This design comes from an exercise in tuning for a short achievable clock period and few clock cycles per item on the open sky130 flow, not from production work.
Where RTL was checked, it was by simulation tests only, not by an equivalence proof against the original.
Function not checked in runs 2 to 4: the RTL went through the layout flow alone.
Power and IR drop assume default switching activity.

[config.mk]
export PLATFORM = sky130hd
export DESIGN_NAME = cpu_top
export DESIGN_NICKNAME = cpu_top
export VERILOG_FILES = /design/flow/design.v
export SDC_FILE = /design/flow/constraint.sdc
export NUM_CORES = 4
export LEC_CHECK = 0
export CAP_MARGIN = 20
export CORE_MARGIN = 2
export CORE_UTILIZATION = 40
export SETUP_SLACK_MARGIN = 5
export SLEW_MARGIN = 20
export SYNTH_HIERARCHICAL = 1
[constraint.sdc]
create_clock -name core_clock -period 8.0 [get_ports {clk}]
set_input_delay 1.6000 -clock core_clock [delete_from_list [all_inputs] [get_ports {clk}]]
set_output_delay 1.6000 -clock core_clock [all_outputs]
set_load 0.01 [all_outputs]
[design.v]
`timescale 1ns/100ps
module ks_add16
(
    input  logic [15:0] x,
    input  logic [15:0] y,
    output logic [15:0] s
);
    always_comb begin
        logic [15:0] g, p, gg, pp, ng, np;
        g  = x & y;
        p  = x ^ y;
        gg = g;
        pp = p;
        for (int l = 0; l < 4; l++) begin
            ng = gg;
            np = pp;
            for (int i = 0; i < 16; i++) begin
                if (i >= (1 << l)) begin
                    ng[i] = gg[i] | (pp[i] & gg[i - (1 << l)]);
                    np[i] = pp[i] & pp[i - (1 << l)];
                end
            end
            gg = ng;
            pp = np;
        end
        s = p ^ {gg[14:0], 1'b0};
    end
endmodule
module cpu_top
(
    input  logic        clk,
    input  logic        reset,
    input  logic [15:0] mem_rdata,
    output logic [15:0] mem_addr,
    output logic        mem_we,
    output logic [15:0] mem_wdata,
    output logic        halted
);
    logic [15:0] regs [8];
    logic        z;
    logic [15:0] ma;
    logic        we;
    logic [15:0] wd;
    logic        ir_v;
    logic [2:0]  ir_rx;
    logic [15:0] ir_pc;    
    logic [15:0] opa;      
    logic [15:0] opb;      
    logic [15:0] imm;      
    logic        c_alu;    
    logic        c_cmp;
    logic        c_mov;
    logic        c_ldi;    
    logic        c_ldic;   
    logic        c_jmp;    
    logic        c_ld;
    logic        c_st;
    logic        f_arith;   
    logic        f_useb;    
    logic        f_inc;     
    logic        f_dec;     
    logic        f_sub;     
    logic        f_not;
    logic        f_and;
    logic        f_or;
    logic        zs_eq;     
    logic        zs_ff;     
    logic        zs_one;    
    logic        zs_and;
    logic        zs_or;
    logic        zs_add;
    logic        dcyc;
    logic [15:0] ib;        
    logic [15:0] ra;        
    logic [15:0] ra1;       
    logic [15:0] ra2;       
    logic        stale;     
    logic        hlt;
    typedef struct packed {
        logic       halt;
        logic [2:0] rx;
        logic [2:0] ry;
        logic       alu, cmp, mov, ldi, jmp, jz, jnz, ld, st;
        logic       arith, useb, inc, dec, sub, fnot, fand, f_or;
        logic       zeq, zff, zone, zand, zor, zadd;
    } dec_t;
    function automatic dec_t decode(input logic [15:0] w);
        dec_t d;
        logic [5:0] op;
        op = w[15:10];
        d = '0;
        d.rx   = w[9:7];
        d.ry   = w[6:4];
        d.halt = (op == 6'd0);
        d.alu  = (op == 6'd4) || (op == 6'd5) || (op == 6'd6) ||
                 (op == 6'd7) || (op == 6'd8)  || (op == 6'd9) ||
                 (op == 6'd10) || (op == 6'd12);
        d.cmp  = (op == 6'd16);
        d.mov  = (op == 6'd32);
        d.ldi  = (op == 6'd35);
        d.jmp  = (op == 6'd23);
        d.jz   = (op == 6'd24);
        d.jnz  = (op == 6'd25);
        d.ld   = (op == 6'd33);
        d.st   = (op == 6'd37);
        d.arith = (op == 6'd5) || (op == 6'd6) || (op == 6'd10) ||
                  (op == 6'd12) || (op == 6'd16);
        d.useb  = (op == 6'd10) || (op == 6'd12) || (op == 6'd16);
        d.inc   = (op == 6'd5);
        d.dec   = (op == 6'd6);
        d.sub   = (op == 6'd12) || (op == 6'd16);
        d.fnot  = (op == 6'd4);
        d.fand  = (op == 6'd7);
        d.f_or  = (op == 6'd8);
        d.zeq   = (op == 6'd12) || (op == 6'd16) || (op == 6'd9);
        d.zff   = (op == 6'd4) || (op == 6'd5);
        d.zone  = (op == 6'd6);
        d.zand  = (op == 6'd7);
        d.zor   = (op == 6'd8);
        d.zadd  = (op == 6'd10);
        decode = d;
    endfunction
    logic [15:0] ax, by, sum, arith_res, logic_res, other_res, alu_res;
    logic        z_new;
    assign ax = opa ^ {16{f_sub}};
    assign by = (opb & {16{f_useb}}) | {{15{f_dec}}, f_dec | f_inc};
    ks_add16 u_add (
        .x (ax),
        .y (by),
        .s (sum)
    );
    assign arith_res = sum ^ {16{f_sub}};
    always_comb begin
        if (f_not)      logic_res = ~opa;
        else if (f_and) logic_res = opa & opb;
        else if (f_or)  logic_res = opa | opb;
        else            logic_res = opa ^ opb;
    end
    assign other_res = c_mov ? opb : (c_ldic ? imm : logic_res);
    assign alu_res   = f_arith ? arith_res : other_res;
    assign z_new = (zs_eq  && (opa == opb)) ||
                   (zs_ff  && (opa == 16'hffff)) ||
                   (zs_one && (opa == 16'h0001)) ||
                   (zs_and && ((opa & opb) == 16'h0000)) ||
                   (zs_or  && ((opa | opb) == 16'h0000)) ||
                   (zs_add && ((opa ^ opb) == {opa[14:0] | opb[14:0], 1'b0}));
    localparam int XC_N = 8;
    localparam int XC_B = 3;
    logic [15:0]        xc_d [XC_N];
    logic [15-XC_B:0]   xc_t [XC_N];
    logic [XC_N-1:0]    xc_v;
    logic x1;           
    logic one_cyc;      
    logic load_rd;      
    logic load_ib;      
    logic load;
    dec_t nd;
    dec_t d_rd, d_ib;
    logic [15:0] la;    
    logic [15:0] ma1, ma2, la1, la2;
    logic        z_next;
    logic        n_jcc, n_hit;
    logic [15:0] n_xd;
    logic [XC_B-1:0] n_idx;
    assign x1      = ir_v && !dcyc;
    assign one_cyc = !(c_ldi || c_jmp || c_ld || c_st);
    assign load_rd = !dcyc && (!ir_v || one_cyc);
    assign load_ib = dcyc && !(c_st && stale);
    assign load    = load_rd || load_ib;
    assign d_rd    = decode(mem_rdata);
    assign d_ib    = decode(ib);
    assign nd      = dcyc ? d_ib : d_rd;
    assign ma1     = ma + 16'd1;
    assign ma2     = ma + 16'd2;
    assign la      = dcyc ? ra : ma;
    assign la1     = dcyc ? ra1 : ma1;
    assign la2     = dcyc ? ra2 : ma2;
    assign z_next  = (x1 && (c_alu || c_cmp)) ? z_new : z;
    logic        hit_ma;
    logic [15:0] xd_ma;
    logic        ra_hit;
    logic [15:0] ra_xd;
    assign n_idx   = ma[XC_B-1:0];
    assign hit_ma  = xc_v[n_idx] && (xc_t[n_idx] == ma[15:XC_B]);
    assign xd_ma   = xc_d[n_idx];
    assign n_hit   = dcyc ? ra_hit : hit_ma;
    assign n_xd    = dcyc ? ra_xd : xd_ma;
    assign n_jcc   = nd.jz || nd.jnz;
    logic        rf_we;
    logic [15:0] rf_wd;
    assign rf_we = (x1 && (c_alu || c_mov || c_ldi || c_ldic)) || (dcyc && c_ld);
    assign rf_wd = (c_ldi || c_ld) ? mem_rdata : alu_res;
    always_ff @(posedge clk or posedge reset) begin
        if (reset) begin
            for (int i = 0; i < 8; i++) regs[i] <= 16'd0;
        end else if (!hlt && rf_we) begin
            regs[ir_rx] <= rf_wd;
        end
    end
    logic [15:0] ma_j;      
    logic [15:0] ma_nj;     
    assign ma_j = (z_next ^ nd.jnz) ? (n_hit ? n_xd : la1) : la2;
    always_comb begin
        if (load) begin
            if (nd.jmp && n_hit)
                ma_nj = n_xd;
            else if (nd.ldi && n_hit)
                ma_nj = la2;
            else
                ma_nj = la1;
        end else if (dcyc) begin
            ma_nj = ra;
        end else if (c_ldi) begin
            ma_nj = ma1;
        end else if (c_jmp) begin
            ma_nj = mem_rdata;
        end else if (c_ld) begin
            ma_nj = opb;
        end else begin
            ma_nj = opa;
        end
    end
    always_ff @(posedge clk or posedge reset) begin
        if (reset) begin
            z     <= 1'b0;
            ma    <= 16'h0000;
            we    <= 1'b0;
            ir_v  <= 1'b0;
            dcyc  <= 1'b0;
            hlt   <= 1'b0;
            xc_v  <= '0;
        end else if (!hlt) begin
            if (x1 && (c_alu || c_cmp))
                z <= z_new;
            ma   <= (load && n_jcc) ? ma_j : ma_nj;
            we   <= x1 && c_st;
            dcyc <= x1 && (c_ld || c_st);
            if (load) begin
                ir_v <= !nd.halt && !(n_jcc && !(z_next ^ nd.jnz)) &&
                        !((nd.jmp || n_jcc) && (z_next ^ nd.jnz || nd.jmp) && n_hit);
                hlt  <= nd.halt;
            end else begin
                ir_v <= 1'b0;
            end
            if (x1 && (c_ldi || c_jmp))
                xc_v[ir_pc[XC_B-1:0]] <= 1'b1;
            if (x1 && c_st)
                xc_v[opa[XC_B-1:0] - 1'b1] <= 1'b0;
        end
    end
    always_ff @(posedge clk) begin
        if (load) begin
            ir_rx   <= nd.rx;
            ir_pc   <= la;
            opa     <= (rf_we && ir_rx == nd.rx) ? rf_wd : regs[nd.rx];
            opb     <= (rf_we && ir_rx == nd.ry) ? rf_wd : regs[nd.ry];
            imm     <= n_xd;
            c_alu   <= nd.alu;
            c_cmp   <= nd.cmp;
            c_mov   <= nd.mov;
            c_ldi   <= nd.ldi && !n_hit;
            c_ldic  <= nd.ldi && n_hit;
            c_jmp   <= nd.jmp || n_jcc;
            c_ld    <= nd.ld;
            c_st    <= nd.st;
            f_arith <= nd.arith;
            f_useb  <= nd.useb;
            f_inc   <= nd.inc;
            f_dec   <= nd.dec;
            f_sub   <= nd.sub;
            f_not   <= nd.fnot;
            f_and   <= nd.fand;
            f_or    <= nd.f_or;
            zs_eq   <= nd.zeq;
            zs_ff   <= nd.zff;
            zs_one  <= nd.zone;
            zs_and  <= nd.zand;
            zs_or   <= nd.zor;
            zs_add  <= nd.zadd;
        end
        if (x1 && (c_ld || c_st)) begin
            ib    <= mem_rdata;
            ra    <= ma;
            ra1   <= ma1;
            ra2   <= ma2;
            stale <= (opa == ma);
            ra_xd <= xd_ma;
            ra_hit <= hit_ma && !(c_st && (opa[XC_B-1:0] - 1'b1) == n_idx);
        end
        if (x1 && c_st)
            wd <= opb;
        if (!hlt && x1 && (c_ldi || c_jmp)) begin
            xc_d[ir_pc[XC_B-1:0]] <= mem_rdata;
            xc_t[ir_pc[XC_B-1:0]] <= ir_pc[15:XC_B];
        end
    end
    assign mem_addr  = ma;
    assign mem_we    = we;
    assign mem_wdata = wd;
    assign halted    = hlt;
endmodule
[run.sh]
#!/bin/bash
# synth_recipe.tcl (not shown) runs the flow's synth.tcl, then flattens the netlist and writes it again
# the make line also repeats each setting of config.mk as NAME=value (left out here)
make -C /OpenROAD-flow-scripts/flow DESIGN_CONFIG=/design/flow/config.mk WORK_HOME=/design/flow/orfs CLKGATE_MAP_FILE= SYNTH_SCRIPT=/design/flow/synth_recipe.tcl finish
==> results.txt, run 1 <==
status=timing/DRC/antenna clean; leading cell type by number of instances after synthesis=edfxtp_1; CP startpoint kind=flip-flop; Post-Syn Area per Cell=11.2 um^2; # rows=100; share of post-route cells with drive strength above 1=roughly 28%; vias=24300; P_leak=15.0 nW; worst hold path endpoint=we; worst setup path startpoint=opb[0]; r2r startpoint=opb[0]; Switch Pwr=1.83 mW; pre-CTS setup slack=3110 ps; R2R cell count=14; Synth area leaders=edfxtp_1 41%, dfrtp_1 13%, mux2i_1 4.5%, nand2_1 4.3%, mux2_2 3.9%; minimum clock period=3380 ps; clock share of power=a little over two fifths; # fillers=between 6000 and 7000; Pre-antenna DRT Iters=6; largest net degree at the start of global routing=158; critical path, cell by cell=a211o_1, ha_4, buf_6, a211oi_4, o21ai_2, buf_12, a31oi_4, a21oi_2, xor2_1, xor2_1, nand2_1, a31oi_4, buf_12, mux2_2; Critical Path Slowest Stage Cell=edfxtp_1; Synth Warn #=9; peak supply drop=0.170 mV; MaxCap Viol Count=0; CP Class=flip-flop to flip-flop; clock latency on the worst-skew pair=660 ps; RSZ-0062 raised after global routing=yes; Worst path max stage delay=500 ps; Post-Synth Adder-Cell Area=about 2.5%; P per Cell Area=188 nW/um^2; Setup Skew=approximately 42 ps; Total Wirelength=110000 um; Yosys top cell area share=41.3%; setup violators final=0; CP arrival=3780 ps; total gr overflow=0; IO Count=52; fin crit share=42.2%; clk buf depth=3; GR Util All Layers=27.8%; area of the multi-input gates=roughly 14000 um^2; Int Pwr=5.33 mW; synth cell count leaders=411 x edfxtp_1, 341 x nand2_1, 186 x a21oi_1; clock slew at the register clock pins of the worst setup and hold paths=60 ps; CP Buf/Inv Count=3; post-route setup TNS=0 ps; H-tree lvl count=2; Seq/Total Area, Yosys=54.5%; Slew Viols, Final=0; count of inserted antenna diode cells=0; routed length per instance=around 28 um; Synth Instances=between 2000 and 3000; Seq cells post-synth=568; Worst Path Required=around 8400 ps; Reg area=16300 um^2; number of global-route vias before repair=23100; max_slew headroom=25.8%; Hold Fails Final Rpt=0; Num CTS Buffers=61; initial antenna violation count=0; crit path max fanout=5; Worst R2R Setup Slack=4620 ps; antenna viol nets, final=0; Primary FF master, synth=edfxtp_1; fraction of registers with async set/reset=between 20 and 30%; first-pass GRT wire length=159000 um; IO Port Bufs=51; core footprint=74200 um^2; Synth area leader=edfxtp_1; reg-to-reg endpoint=opa[13]; die height=277 um; HP Start=we; largest family of logic cells by synthesized area=compound AO/OA/AOI/OAI gates; switch share=25.6%; HP Class=flip-flop to flip-flop; Hold Crit Depth=1; post-synth cell types=83; post-synthesis mux area share=11.1%; DP HPWL=62300 um; die footprint=76900 um^2; Synth Area in Compound Gates=13.4%; drt drc=0; Synth Area in XOR/XNOR=between 3 and 4%; # clock sinks=568; Worst-Margin Slew=1100 ps; area of the mapped netlist=~30000 um^2; Crit. End Element=flip-flop; syn_nets=between 2000 and 3000; die width=277 um; Post-layout nets=a little under 3000; TritonCTS clock tree=yes; Crit path depth=14; Layout area overhead=27.7%; RePlAce Congestion=0.919; Comb pwr share=13.2%; First DRT Iteration DRCs=3125; slack of the critical path=4620 ps; routed vias/inst=about 6.2; Simple-Gate Fraction of Synth Area=a little under an eighth; Post-synth EDFFs=between 400 and 500; Max Clk Rate=between 0.2 and 0.3 GHz; Flop pwr share=44.9%; Top Family by Delay on Critical Path=compound AO/OA/AOI/OAI gates; Initial Util=40.2%; CTS Root Buffer Type=clkbuf_16
## modules after synthesis, one instance, submodules excluded
| module | cells inside | flip-flops and latches | times used |
|---|---|---|---|
| cpu_top | 2571 | 568 | 1 |
| ks_add16 | 90 | 0 | 1 |
## registers in the layout, indices dropped and copies added, names as in the netlist, 15 cells and up
register,flops
imm,16
ir_pc,16
ma,16
opa,16
opb,16
ra,16
ra1,16
ra2,15
ra_xd,16
regs,128
wd,16
xc_d,128
xc_t,104
## layer usage
metal	vias to the layer above	GRT usage (%)	share of wire (%)
met5	-	0	0
met1	12100	37.5	40
li1	10300	-	-
met3	319	5.17	9.7
met4	0	13.0	5.4
met2	1478	43.4	45
## stage by stage
step | util, % | total power [mW] | hold WS (ps) | cell area [um^2] | instances
after floorplan | - | 3.67 | 461 | 30500 | 2661
after global placement | 42.8 | 3.89 | 468 | 31800 | 3543
after detailed placement | 42.8 | 3.90 | 482 | 31800 | 3543
after CTS | 49.8 | 7.08 | 495 | 36900 | 3852
after global routing | 51.4 | 7.36 | 520 | 38100 | 3920
final | 51.4 | 7.16 | 489 | 38100 | 3920
## cell type report
class                   instances  share of cell area (%)
flip-flops and latches        568                    42.7
multi-input cells            1835                    37.3
repair buffers                360                    10.3
clock buffers                  73                    4.18
well taps                     969                    3.18
clock inverters                42                    1.36
inverters                      70                   0.827
repair inverters                3                  0.0656
## placed cells by master (no fill, tap or decap), types with 74 or more instances in the layout
cell      Yosys  final
a21oi_1     186    166
buf_4         6    212
dfrtp_1     157    141
edfxtp_1    411    411
mux2_2      104     74
mux2i_1     133    122
nand2_1     341    332
nor2_1      174    152
o21ai_0     132    109
xnor2_1      83     78
## worst reg2reg max path: cells and delay by family (launching register included)
family                     cells  cell delay (ps)
xor gates and xnor gates       2              330
AOI/OAI and AO/OA              6             1220
and+or+nand+nor                1              130
buffers and inverters          3              490
adders and majority gates      1              180
DFF                            1              500
muxes                          1              270
## kinds of logic (layout without fill, tap and decap cells)
group / Yosys count / count (layout)
xor+xnor: 118 / 118
buf+inv: 264 / 548
flops: 568 / 568
simple gates: 751 / 754
fa+ha+maj: 60 / 60
compound gates: 627 / 629
mux: 273 / 274
## repair_timing
action,4_1_cts,5_1_grt
hold buffers,0,0
endpoints found under the setup margin,322,177
pin swaps,47,72
cloned,25,5
resized for setup,316,130
buffers inserted,169,62
## power by group through the flow
stage               combinational [mW]  sequential [mW]  clock (mW)
global route                     0.990             3.22        3.15
finish                           0.947             3.22        3.00
detailed placement               0.578             3.32           0
floorplan                        0.417             3.26           0
global placement                 0.571             3.32           0
CTS                              0.834             3.21        3.03
## worst max path at each step
| stage | slack (ps) | to |
|---|---|---|
| floorplan | 4410 | dcyc |
| finish | 4620 | opa[13] |
| global route | 4580 | opb[12] |
| CTS | 4730 | opa[14] |
| detailed placement | 3110 | opa[2] |
| global placement | 3130 | opa[3] |
Testbench counts, summed over its fixed seeds: cycles 27,781, instrs 20,286.
==> inputs of run 2 (changes only) <==
--- a/design.v
+++ b/design.v
@@ -1,31 +1,4 @@
 `timescale 1ns/100ps
-module ks_add16
-(
-    input  logic [15:0] x,
-    input  logic [15:0] y,
-    output logic [15:0] s
-);
-    always_comb begin
-        logic [15:0] g, p, gg, pp, ng, np;
-        g  = x & y;
-        p  = x ^ y;
-        gg = g;
-        pp = p;
-        for (int l = 0; l < 4; l++) begin
-            ng = gg;
-            np = pp;
-            for (int i = 0; i < 16; i++) begin
-                if (i >= (1 << l)) begin
-                    ng[i] = gg[i] | (pp[i] & gg[i - (1 << l)]);
-                    np[i] = pp[i] & pp[i - (1 << l)];
-                end
-            end
-            gg = ng;
-            pp = np;
-        end
-        s = p ^ {gg[14:0], 1'b0};
-    end
-endmodule
 module cpu_top
 (
     input  logic        clk,
@@ -124,11 +97,26 @@
     logic        z_new;
     assign ax = opa ^ {16{f_sub}};
     assign by = (opb & {16{f_useb}}) | {{15{f_dec}}, f_dec | f_inc};
-    ks_add16 u_add (
-        .x (ax),
-        .y (by),
-        .s (sum)
-    );
+    always_comb begin
+        logic [15:0] g, p, gg, pp, ng, np;
+        g  = ax & by;
+        p  = ax ^ by;
+        gg = g;
+        pp = p;
+        for (int l = 0; l < 4; l++) begin
+            ng = gg;
+            np = pp;
+            for (int i = 0; i < 16; i++) begin
+                if (i >= (1 << l)) begin
+                    ng[i] = gg[i] | (pp[i] & gg[i - (1 << l)]);
+                    np[i] = pp[i] & pp[i - (1 << l)];
+                end
+            end
+            gg = ng;
+            pp = np;
+        end
+        sum = p ^ {gg[14:0], 1'b0};
+    end
     assign arith_res = sum ^ {16{f_sub}};
     always_comb begin
         if (f_not)      logic_res = ~opa;
--- a/config.mk
+++ b/config.mk
@@ -10,4 +10,3 @@
 export CORE_UTILIZATION = 40
 export SETUP_SLACK_MARGIN = 5
 export SLEW_MARGIN = 20
-export SYNTH_HIERARCHICAL = 1
==> results.txt, run 2 <==
status=timing/DRC/antenna clean; Finished Layout Cells=3931 (+0.28%); share of post-route cells with drive strength above 1=27.9% (+0.35 points); MaxCap Viol Count=0 (unchanged); Crit. End Element=flip-flop; GR Util All Layers=27.4% (-0.43 points); Seq cells post-synth=568 (unchanged); core footprint=74200 um^2 (unchanged); Max Clk Rate=0.284 GHz (-4.2%); Worst Path Required=8430 ps (+30 ps); minimum clock period=3530 ps (+149 ps); post-route setup TNS=0 ps (unchanged); antenna viol nets, final=0 (unchanged); Synth Warn #=2 (-7); First DRT Iteration DRCs=3122 (-0.096%); Initial Util=40.3% (about the same); Num CTS Buffers=61 (unchanged); die footprint=76900 um^2 (about the same); Placed Cells=3555 (+0.34%); Worst-Margin Slew=1170 ps (+65.5 ps); number of global-route vias before repair=23200 (+0.50%); Seq/Total Area, Yosys=54.4% (about the same); RSZ-0062 raised after global routing=yes; Post-layout nets=2988 (+0.37%); max_slew headroom=22.0% (-3.8 points); Yosys top cell area share=41.3% (about the same); Synth Instances=2670 (+0.34%); CP dominant cell by count=a21o_1; Synth area leaders=edfxtp_1 41%, dfrtp_1 13%, nand2_1 4.4%, mux2_2 3.7%, mux4_2 3.4%; largest net degree at the start of global routing=79 (-50%); synth cell count leaders=411 x edfxtp_1, 352 x nand2_1, 201 x a21oi_1; DP HPWL=63900 um (+2.6%); P per Cell Area=523 nW/um^2 (+180%); Primary FF master, synth=edfxtp_1; clock latency on the worst-skew pair=670 ps (about the same); Synth area leader=edfxtp_1; CP arrival=3950 ps (+170 ps); # clock sinks=568 (unchanged); leading cell type by number of instances after synthesis=edfxtp_1; Critical Path Slowest Stage Cell=or4b_4; die width=277 um (about the same); routed vias/inst=6.17 (-0.37%); TritonCTS clock tree=yes; fraction of registers with async set/reset=27.6% (unchanged); Top Family by Delay on Critical Path=compound AO/OA/AOI/OAI gates; area of the mapped netlist=29900 um^2 (about the same); IO Count=52 (unchanged); post-synth cell types=94 (+13%); Post-CTS Hold Buffers=0 (unchanged); slack of the critical path=4470 ps (-149 ps); Total Wirelength=109000 um (-1.7%); first-pass GRT wire length=158000 um (-0.85%); fin crit share=44.1% (+1.9 points); Pre-antenna DRT Iters=6 (unchanged); critical path, cell by cell=a211o_1, ha_4, fa_2, a21o_1, a21o_1, a21o_1, a211oi_4, nor3_2, or4b_4, o2111ai_4, nand2_4, a21o_1; clk buf depth=3 (unchanged); most common cell after layout, fill and taps aside=edfxtp_1; final hold slack=482 ps (-7.39 ps); syn_nets=2748 (+0.33%); pre-CTS setup slack=2720 ps (-395 ps); total gr overflow=0 (unchanged); Hold Fails Final Rpt=0 (unchanged); HP Class=flip-flop to flip-flop; drt drc=0 (unchanged); Post-synth EDFFs=411 (unchanged); crit path max fanout=5 (unchanged); Layout area overhead=27.5%; setup violators final=0 (unchanged); routed length per instance=27.6 um (-1.9%); CP Buf/Inv Count=0 (-3); P_leak=14.4 nW (-4.3%); Slew Viols, Final=0 (unchanged); die height=277 um (about the same); most frequent cells in the layout=411 x edfxtp_1, 345 x nand2_1, 192 x buf_4, 159 x a21oi_1, 155 x nor2_1; CTS Root Buffer Type=clkbuf_16; H-tree lvl count=2 (unchanged); Setup Skew=70.8 ps (+28.8 ps); # rows=100 (unchanged); placed cell areas=31700 um^2 (-0.24%); Post-Syn Area per Cell=11.2 um^2 (-0.25%); peak supply drop=0.264 mV (+55%); Worst path max stage delay=540 ps (+40 ps); clock slew at the register clock pins of the worst setup and hold paths=60 ps (about the same); cell area after layout=38100 um^2 (about the same); CP startpoint kind=flip-flop; vias=24200 (-0.095%); fin util=51.4% (about the same); RePlAce Congestion=0.922 (+0.33%); initial antenna violation count=2 (+2); power after layout=19.9 mW (+180%); CP Class=flip-flop to flip-flop; IO Port Bufs=51 (unchanged)
run 2: worst reg2reg max path: stages (launching register included):
cell	delay, ps
edfxtp_1	480
a211o_1	330
ha_4	180
fa_2	360
a21o_1	170
a21o_1	160
a21o_1	190
a211oi_4	250
nor3_2	100
or4b_4	550
o2111ai_4	180
nand2_4	140
a21o_1	180
run 2: cell type report:
type	instances	area, um^2
tap	969	1210
multi-input combinational	1847	14300
antenna	1	2.50
inverter	68	304
sequential	568	16300
clock inverter	34	354
clock buffer	80	1680
timing repair inverter	3	22.5
timing repair buffer	361	3970
fill	6323	36100
run 2: routing by layer:
layer | part of all wire [%] | vias to the layer above | GRT usage (%)
met3 | 9.5 | 314 | 4.80
met4 | 5.6 | 2 | 12.6
met2 | 46 | 1457 | 43.9
li1 | - | 10400 | -
met1 | 39 | 12100 | 36.3
met5 | 0.012 | - | 0
run 2: cell families after synthesis:
kind of cell             count (synthesis)  share of synthesized area, %
XOR/XNOR                               119                          3.49
AND/OR/NAND/NOR                        788                          12.1
AO/OA/AOI/OAI                          638                          13.5
flip-flops                             568                          54.4
multiplexers                           237                          10.3
buffers and inverters                  260                          3.72
adder cells (fa/ha/maj)                 60                          2.54
run 2: path summary, 6_finish.rpt:
path                       cells after the start  slack [ps]     endpoint   start
max                                           12        4470      opb[12]  opb[0]
min                                            2         480           we      we
max reg2reg                                   12        4470      opb[12]  opb[0]
min reg2reg                                    2         480           we      we
max in group asynchronous                      3        5330        ma[0]   reset
min in group asynchronous                      2        1450  regs[2][14]   reset
run 2: report_power, final:
| group | internal (mW) | switching [mW] |
|---|---|---|
| Sequential | 4.54 | 0.843 |
| Clock | 1.64 | 1.23 |
| Combinational | 5.00 | 6.68 |
run 2: repair_timing:
action,in CTS,in global routing
buffers inserted,195,37
resized for setup,363,138
pin swaps,55,66
setup endpoints to repair,316,226
gates cloned,25,4
==> inputs of run 3 (changes only) <==
--- a/design.v
+++ b/design.v
@@ -30,9 +30,8 @@
     logic        c_st;
     logic        f_arith;   
     logic        f_useb;    
-    logic        f_inc;     
-    logic        f_dec;     
-    logic        f_sub;     
+    logic        f_invb;    
+    logic        f_cin;
     logic        f_not;
     logic        f_and;
     logic        f_or;
@@ -54,7 +53,7 @@
         logic [2:0] rx;
         logic [2:0] ry;
         logic       alu, cmp, mov, ldi, jmp, jz, jnz, ld, st;
-        logic       arith, useb, inc, dec, sub, fnot, fand, f_or;
+        logic       arith, useb, invb, cin, fnot, fand, f_or;
         logic       zeq, zff, zone, zand, zor, zadd;
     } dec_t;
     function automatic dec_t decode(input logic [15:0] w);
@@ -79,9 +78,8 @@
         d.arith = (op == 6'd5) || (op == 6'd6) || (op == 6'd10) ||
                   (op == 6'd12) || (op == 6'd16);
         d.useb  = (op == 6'd10) || (op == 6'd12) || (op == 6'd16);
-        d.inc   = (op == 6'd5);
-        d.dec   = (op == 6'd6);
-        d.sub   = (op == 6'd12) || (op == 6'd16);
+        d.invb  = (op == 6'd6) || (op == 6'd12) || (op == 6'd16);
+        d.cin   = (op == 6'd5) || (op == 6'd12) || (op == 6'd16);
         d.fnot  = (op == 6'd4);
         d.fand  = (op == 6'd7);
         d.f_or  = (op == 6'd8);
@@ -93,15 +91,15 @@
         d.zadd  = (op == 6'd10);
         decode = d;
     endfunction
-    logic [15:0] ax, by, sum, arith_res, logic_res, other_res, alu_res;
+    logic [15:0] bx, sum, logic_res, other_res, alu_res;
     logic        z_new;
-    assign ax = opa ^ {16{f_sub}};
-    assign by = (opb & {16{f_useb}}) | {{15{f_dec}}, f_dec | f_inc};
+    assign bx = (opb & {16{f_useb}}) ^ {16{f_invb}};
     always_comb begin
-        logic [15:0] g, p, gg, pp, ng, np;
-        g  = ax & by;
-        p  = ax ^ by;
+        logic [15:0] g, p, gg, pp, ng, np, c;
+        g  = opa & bx;
+        p  = opa ^ bx;
         gg = g;
+        gg[0] = g[0] | (p[0] & f_cin);
         pp = p;
         for (int l = 0; l < 4; l++) begin
             ng = gg;
@@ -115,9 +113,9 @@
             gg = ng;
             pp = np;
         end
-        sum = p ^ {gg[14:0], 1'b0};
-    end
-    assign arith_res = sum ^ {16{f_sub}};
+        c   = {gg[14:0], f_cin};
+        sum = p ^ c;
+    end
     always_comb begin
         if (f_not)      logic_res = ~opa;
         else if (f_and) logic_res = opa & opb;
@@ -125,7 +123,7 @@
         else            logic_res = opa ^ opb;
     end
     assign other_res = c_mov ? opb : (c_ldic ? imm : logic_res);
-    assign alu_res   = f_arith ? arith_res : other_res;
+    assign alu_res   = f_arith ? sum : other_res;
     assign z_new = (zs_eq  && (opa == opb)) ||
                    (zs_ff  && (opa == 16'hffff)) ||
                    (zs_one && (opa == 16'h0001)) ||
@@ -164,15 +162,9 @@
     assign la1     = dcyc ? ra1 : ma1;
     assign la2     = dcyc ? ra2 : ma2;
     assign z_next  = (x1 && (c_alu || c_cmp)) ? z_new : z;
-    logic        hit_ma;
-    logic [15:0] xd_ma;
-    logic        ra_hit;
-    logic [15:0] ra_xd;
-    assign n_idx   = ma[XC_B-1:0];
-    assign hit_ma  = xc_v[n_idx] && (xc_t[n_idx] == ma[15:XC_B]);
-    assign xd_ma   = xc_d[n_idx];
-    assign n_hit   = dcyc ? ra_hit : hit_ma;
-    assign n_xd    = dcyc ? ra_xd : xd_ma;
+    assign n_idx   = la[XC_B-1:0];
+    assign n_hit   = xc_v[n_idx] && (xc_t[n_idx] == la[15:XC_B]);
+    assign n_xd    = xc_d[n_idx];
     assign n_jcc   = nd.jz || nd.jnz;
     logic        rf_we;
     logic [15:0] rf_wd;
@@ -253,9 +245,8 @@
             c_st    <= nd.st;
             f_arith <= nd.arith;
             f_useb  <= nd.useb;
-            f_inc   <= nd.inc;
-            f_dec   <= nd.dec;
-            f_sub   <= nd.sub;
+            f_invb  <= nd.invb;
+            f_cin   <= nd.cin;
             f_not   <= nd.fnot;
             f_and   <= nd.fand;
             f_or    <= nd.f_or;
@@ -272,8 +263,6 @@
             ra1   <= ma1;
             ra2   <= ma2;
             stale <= (opa == ma);
-            ra_xd <= xd_ma;
-            ra_hit <= hit_ma && !(c_st && (opa[XC_B-1:0] - 1'b1) == n_idx);
         end
         if (x1 && c_st)
             wd <= opb;
--- a/config.mk
+++ b/config.mk
@@ -7,6 +7,7 @@
 export LEC_CHECK = 0
 export CAP_MARGIN = 20
 export CORE_MARGIN = 2
-export CORE_UTILIZATION = 40
+export CORE_UTILIZATION = 55
 export SETUP_SLACK_MARGIN = 5
 export SLEW_MARGIN = 20
+export TNS_END_PERCENT = 20
==> results.txt, run 3 <==
setup violators final=0 (unchanged); peak supply drop=0.208 mV (-21%); Post-Syn Area per Cell=11.0 um^2 (-1.6%); P per Cell Area=178 nW/um^2 (-66%); H-tree lvl count=2 (unchanged); IO Count=52 (unchanged); # fillers=3717 (-41%); Primary FF master, synth=edfxtp_1; RePlAce Congestion=0.957 (+3.8%); Synth Warn #=2 (unchanged); Hold Fails Final Rpt=0 (unchanged); Post-synth EDFFs=394 (-4.1%); Seq/Total Area, Yosys=54.1% (-0.35 points); Num CTS Buffers=57 (-6.6%); drt drc=0 (unchanged); leading cell type by number of instances after synthesis=nand2_1; Pre-antenna DRT Iters=8 (+2); Setup Skew=62.1 ps (-8.65 ps); die height=234 um (-16%); clock latency on the worst-skew pair=670 ps (about the same); largest net degree at the start of global routing=60 (-24%); routed length per instance=29.6 um (+7.0%); DP HPWL=62600 um (-2.0%); largest family of logic cells by synthesized area=compound AO/OA/AOI/OAI gates; Crit. End Element=flip-flop; MaxCap Viol Count=0 (unchanged); Synth Instances=2644 (-0.97%); vias=24800 (+2.1%); fin crit share=46.8% (+2.8 points); clk buf depth=3 (unchanged); CP startpoint kind=flip-flop; pre-CTS setup slack=2430 ps (-289 ps); synth cell count leaders=446 x nand2_1, 394 x edfxtp_1, 169 x nor2_1; Worst Path Required=8530 ps (+100 ps); IO Port Bufs=51 (unchanged); antenna viol nets, final=0 (unchanged); post-synth cell types=89 (-5.3%); Synth area leaders=edfxtp_1 41%, dfrtp_1 13%, nand2_1 5.7%, mux4_2 4.4%, mux2i_1 3.7%; crit path max fanout=7 (+2); placed cell areas=30400 um^2 (-4.2%); # rows=84 (-16%); status=timing/DRC/antenna clean; GR Util All Layers=38.8% (+11 points); Post-Synth Adder-Cell Area=2.63% (+0.091 points); CTS Root Buffer Type=clkbuf_16; P_leak=14.0 nW (-2.7%); area of the mapped netlist=29100 um^2 (-2.5%); max_slew headroom=8.37% (-14 points); RSZ-0062 raised after global routing=yes; CP arrival=4270 ps (+320 ps); number of global-route vias before repair=23100 (-0.41%); post-route setup TNS=0 ps (unchanged); Slew Viols, Final=0 (unchanged); CP Class=flip-flop to flip-flop; first-pass GRT wire length=154000 um (-2.3%); routed vias/inst=6.79 (+10%); Synth Area in XOR/XNOR=3.01% (-0.48 points); core footprint=52400 um^2 (-29%); Initial Util=55.6% (+15 points); minimum clock period=3750 ps (+220 ps); TritonCTS clock tree=yes; Synth Area in Compound Gates=13.9% (+0.41 points); share of post-route cells with drive strength above 1=26.0% (-1.9 points); post-synthesis mux area share=9.56% (-0.71 points); Yosys top cell area share=40.6% (-0.69 points); # clock sinks=551 (-3.0%); clock slew at the register clock pins of the worst setup and hold paths=70 ps (about the same); First DRT Iteration DRCs=3275 (+4.9%); HP Class=flip-flop to flip-flop; Worst-Margin Slew=1370 ps (+199 ps); Max Clk Rate=0.267 GHz (-5.9%); die width=234 um (-16%); fraction of registers with async set/reset=28.5% (+0.85 points); Post-CTS Hold Buffers=0 (unchanged); syn_nets=2722 (-0.95%); most frequent cells in the layout=435 x nand2_1, 394 x edfxtp_1, 219 x buf_4, 152 x nor2_1, 142 x dfrtp_1; die footprint=54800 um^2 (-29%); slack of the critical path=4250 ps (-220 ps); cell area after layout=36800 um^2 (-3.4%); most common cell after layout, fill and taps aside=nand2_1; Seq cells post-synth=551 (-3.0%); Total Wirelength=108000 um (-0.75%); fin util=70.2% (+19 points); Layout area overhead=26.4%; Synth area leader=edfxtp_1; Post-layout nets=2988 (unchanged); initial antenna violation count=3 (+1); Simple-Gate Fraction of Synth Area=13.3% (+1.2 points); total gr overflow=0 (unchanged)
-- run 3: through the flow --
stage                     instances  hold WS (ps)  power, mW
after floorplan                2644           461       3.47
after global placement         3257           468       3.67
after detailed placement       3257           482       3.68
after CTS                      3572           491       6.50
after global routing           3643           505       6.72
final                          3645           489       6.56
-- run 3: worst max-delay path, cell delays in order, from the launching register on --
cell	delay (ps)
dfrtp_4	530
mux2i_4	300
clkinvlp_4	200
buf_4	200
a221o_1	310
a221oi_2	320
or3b_4	180
nand4_1	120
a211oi_4	190
buf_6	210
nand3_4	140
buf_6	180
or4_4	500
o311ai_2	110
o31ai_1	130
-- run 3: metal layers --
| layer | vias up | share of wire, % | routed length (um) | track usage (%) |
|---|---|---|---|---|
| li1 | 10400 | - | - | - |
| met1 | 12200 | 39 | 41600 | 52.8 |
| met2 | 1741 | 42 | 45500 | 55.2 |
| met3 | 388 | 14 | 14900 | 14.8 |
| met4 | 4 | 5.4 | 5790 | 17.2 |
| met5 | - | 0.019 | 21 | 0 |
-- run 3: logic make-up (layout without fill, tap and decap cells) --
| logic type | after synthesis | after routing |
|---|---|---|
| XOR/XNOR | 100 | 100 |
| AND/OR/NAND/NOR | 862 | 870 |
| AO/OA/AOI/OAI | 614 | 616 |
| other | 0 | 2 |
| adder cells (fa/ha/maj) | 60 | 60 |
| buffers and inverters | 257 | 555 |
| flip-flops | 551 | 551 |
| multiplexers | 200 | 203 |
-- run 3: final timing paths --
| path | from | endpoint | slack (ps) | cells past startpoint |
|---|---|---|---|---|
| worst max-delay path | dcyc | ma[13] | 4250 | 14 |
| worst min-delay path | we | we | 490 | 1 |
| worst max register to register | dcyc | ma[13] | 4250 | 14 |
| worst min register to register | we | we | 490 | 1 |
| max in group asynchronous | reset | ma[10] | 5180 | 3 |
| min in group asynchronous | reset | regs[5][5] | 1410 | 2 |
-- run 3: cell type report --
type / instances / area, um^2 / share of cell area (%)
clock buffer: 75 / 1580 / 4.28
multi-input combinational: 1849 / 14100 / 38.2
timing repair inverter: 5 / 56.3 / 0.153
tap: 688 / 861 / 2.34
clock inverter: 29 / 302 / 0.819
antenna: 2 / 5.00 / 0.0136
inverter: 85 / 387 / 1.05
timing repair buffer: 361 / 3780 / 10.3
sequential: 551 / 15800 / 42.9
-- run 3: repair_timing --
item	4_1_cts	5_1_grt
resized for setup	381	113
buffers inserted	185	64
endpoints found under the setup margin	664	477
gates cloned	26	2
pin swaps	86	53
-- run 3: report_power, final --
group,switching (mW),leakage [nW],total [mW],internal [mW]
sequential,0.0321,5.10,3.10,3.06
clock,1.18,0.915,2.67,1.49
combinational,0.483,7.95,0.790,0.307
==> inputs of run 4 (changes only) <==
--- a/config.mk
+++ b/config.mk
@@ -7,7 +7,6 @@
 export LEC_CHECK = 0
 export CAP_MARGIN = 20
 export CORE_MARGIN = 2
-export CORE_UTILIZATION = 55
+export CORE_UTILIZATION = 40
 export SETUP_SLACK_MARGIN = 5
 export SLEW_MARGIN = 20
-export TNS_END_PERCENT = 20
==> results.txt, run 4 <==
synth cell count leaders=446 x nand2_1, 394 x edfxtp_1, 169 x nor2_1; post-synth cell types=89 (unchanged); Synth Instances=2644 (unchanged); Pre-antenna DRT Iters=8 (unchanged); crit path max fanout=6 (-1); clock slew at the register clock pins of the worst setup and hold paths=60 ps (about the same); antenna viol nets, final=0 (unchanged); Primary FF master, synth=edfxtp_1; first-pass GRT wire length=162000 um (+5.1%); peak supply drop=0.184 mV (-11%); post-route setup TNS=0 ps (unchanged); Worst-Margin Slew=1270 ps (-97.6 ps); cell area after layout=38200 um^2 (+3.6%); CP Class=flip-flop to flip-flop; leading cell type by number of instances after synthesis=nand2_1; HP Class=flip-flop to flip-flop; drt drc=0 (unchanged); largest net degree at the start of global routing=158 (+160%); Num CTS Buffers=61 (+7.0%); Seq cells post-synth=551 (unchanged); clk buf depth=3 (unchanged); Initial Util=40.5% (-15 points); count of inserted antenna diode cells=0 (-2); IO Count=52 (unchanged); Synth Warn #=2 (unchanged); CP arrival=4410 ps (+140 ps); most common cell after layout, fill and taps aside=nand2_1; total gr overflow=0 (unchanged); routed vias/inst=6.29 (-7.4%); number of global-route vias before repair=24100 (+4.2%); # rows=98 (+17%); DP HPWL=64300 um (+2.7%); CP startpoint kind=flip-flop; minimum clock period=3860 ps (+109 ps); Layout area overhead=31.0%; Post-Syn Area per Cell=11.0 um^2 (unchanged); Worst Path Required=8550 ps (+20 ps); max_slew headroom=14.9% (+6.5 points); Slew Viols, Final=0 (unchanged); clock latency on the worst-skew pair=680 ps (about the same); die width=274 um (+17%); # clock sinks=551 (unchanged); fin crit share=48.2% (+1.4 points); Post-CTS Hold Buffers=0 (unchanged); MaxCap Viol Count=0 (unchanged); Post-layout nets=3036 (+1.6%); vias=24900 (+0.61%); Hold Fails Final Rpt=0 (unchanged); TritonCTS clock tree=yes; P per Cell Area=180 nW/um^2 (+0.86%); RePlAce Congestion=0.920 (-3.9%); fraction of registers with async set/reset=28.5% (unchanged); Synth area leader=edfxtp_1; core footprint=71900 um^2 (+37%); status=timing/DRC/antenna clean; P_leak=14.4 nW (+2.8%); # fillers=6147 (+65%); most frequent cells in the layout=421 x nand2_1, 394 x edfxtp_1, 214 x buf_4, 147 x nor2_1, 144 x dfrtp_1; routed length per instance=28.2 um (-4.6%); H-tree lvl count=2 (unchanged); Total Wirelength=112000 um (+3.6%); Yosys top cell area share=40.6% (unchanged); Post-synth EDFFs=394 (unchanged); Crit. End Element=flip-flop; GR Util All Layers=29.1% (-9.6 points); Max Clk Rate=0.259 GHz (-2.8%); area of the mapped netlist=29100 um^2 (unchanged); RSZ-0062 raised after global routing=yes; power after layout=6.85 mW (+4.5%); CTS Root Buffer Type=clkbuf_16; fin util=53.1% (-17 points); First DRT Iteration DRCs=3051 (-6.8%); IO Port Bufs=51 (unchanged); Setup Skew=81.7 ps (+19.6 ps); die height=274 um (+17%); placed cell areas=31000 um^2 (+2.1%); Synth area leaders=edfxtp_1 41%, dfrtp_1 13%, nand2_1 5.7%, mux4_2 4.4%, mux2i_1 3.7%; Seq/Total Area, Yosys=54.1% (unchanged); syn_nets=2722 (unchanged); initial antenna violation count=1 (-2); share of post-route cells with drive strength above 1=28.8% (+2.8 points); die footprint=75000 um^2 (+37%); setup violators final=0 (unchanged)
## run 4: cell counts after synthesis
Identical to the previous run, type by type.
## run 4: critical path: stages (launching register included)
cell and delay [ps]:
dfrtp_4 560, buf_12 160, mux2i_4 200, bufinv_16 230
mux4_2 540, o31ai_4 180, nand4bb_1 250, a211oi_4 350
buf_6 200, nand2_8 70, nor3_4 260, mux4_2 520
a21bo_1 170
## run 4: metal layers
layer  global-route usage [%]  vias up  wire [um]
li1                         -    10500          -
met1                     37.8    12300      42100
met2                     46.3     1642      51000
met3                     5.69      385      11300
met4                     15.5        2       7220
met5                        0        -         13
## run 4: logic make-up after synthesis
group	count (synthesis)	synth area share, %
flip-flops	551	54.1
XOR/XNOR	100	3.01
AND/OR/NAND/NOR	862	13.3
buffers and inverters	257	3.55
multiplexers	200	9.56
AO/OA/AOI/OAI	614	13.9
adder cells (fa/ha/maj)	60	2.63
## run 4: area by class of cell
cell class	count	area [um^2]	share of cell area, %
Clock buffer	88	1690	4.42
Clock inverter	26	343	0.898
Inverter	85	394	1.03
Multi-Input combinational cell	1856	14500	37.9
Sequential cell	551	15800	41.3
Tap cell	950	1190	3.11
Timing Repair Buffer	400	4280	11.2
Timing Repair inverter	3	26.3	0.0688
## run 4: worst paths after layout
path | cells past startpoint | startpoint | slack (ps) | end
setup / recovery | 12 | dcyc | 4140 | ma[6]
hold / removal | 1 | we | 500 | we
setup reg to reg | 12 | dcyc | 4140 | ma[6]
hold reg to reg | 1 | we | 500 | we
max in group asynchronous | 3 | reset | 5590 | dcyc
min in group asynchronous | 3 | reset | 1550 | regs[6][2]
## run 4: what timing repair did
action	CTS	global route
endpoints found under the setup margin	550	255
resized for setup	464	134
setup buffers	208	71
pin swaps	114	76
gates cloned	27	5
## run 4: report_power, final
group | internal, mW | total [mW] | switching [mW]
sequential | 3.06 | 3.10 | 0.0321
combinational | 0.372 | 0.889 | 0.518
clock | 1.64 | 2.87 | 1.23
## run 4: per-stage QoR
step	hold WS, ps	worst slack, ps	instances
2_1_floorplan	463	4270	2644
3_3_place_gp	482	2370	3532
3_5_place_dp	487	2270	3533
4_1_cts	496	4250	3882
5_1_grt	524	4100	3959
6_report	500	4140	3959

[separate check: timing with driven ports]
How much do the figures lean on ideal ports? The routed layouts below were timed once more, with nothing changed but the port constraints.
Step 1 sets driving cells, clkbuf_16 on the clock port and buf_2 on the other inputs (assumed; they add their load-dependent delay and slew).
Step 2 moves the port delays by t, midway between the first and last clock arrival at a register: inputs arrive t later, outputs are due t later. That takes back most of the time a late clock gives input paths.
a / b / c = no drivers / after step 1 / after step 2; a / b = the first two.
| run | t (ns) | slack for setup (ns) | clock arrival spread, ns | worst register clock-pin slew, ns |
|---|---|---|---|---|
| run 1 | 0.711 | 4.622 / 4.622 / 4.177 | 0.042 / 0.042 | 0.07 / 0.07 |
| run 2 | 0.702 | 4.473 / 4.473 / 3.946 | 0.072 / 0.072 | 0.07 / 0.07 |
| run 3 | 0.699 | 4.253 / 4.253 / 3.661 | 0.063 / 0.064 | 0.07 / 0.07 |
| run 4 | 0.706 | 4.144 / 4.144 / 3.593 | 0.085 / 0.085 | 0.07 / 0.07 |
After both steps every run listed still meets setup and hold. For run 3, which loses most, drivers alone change the setup slack by 0.000 ns; drivers and shift together by -0.592 ns.
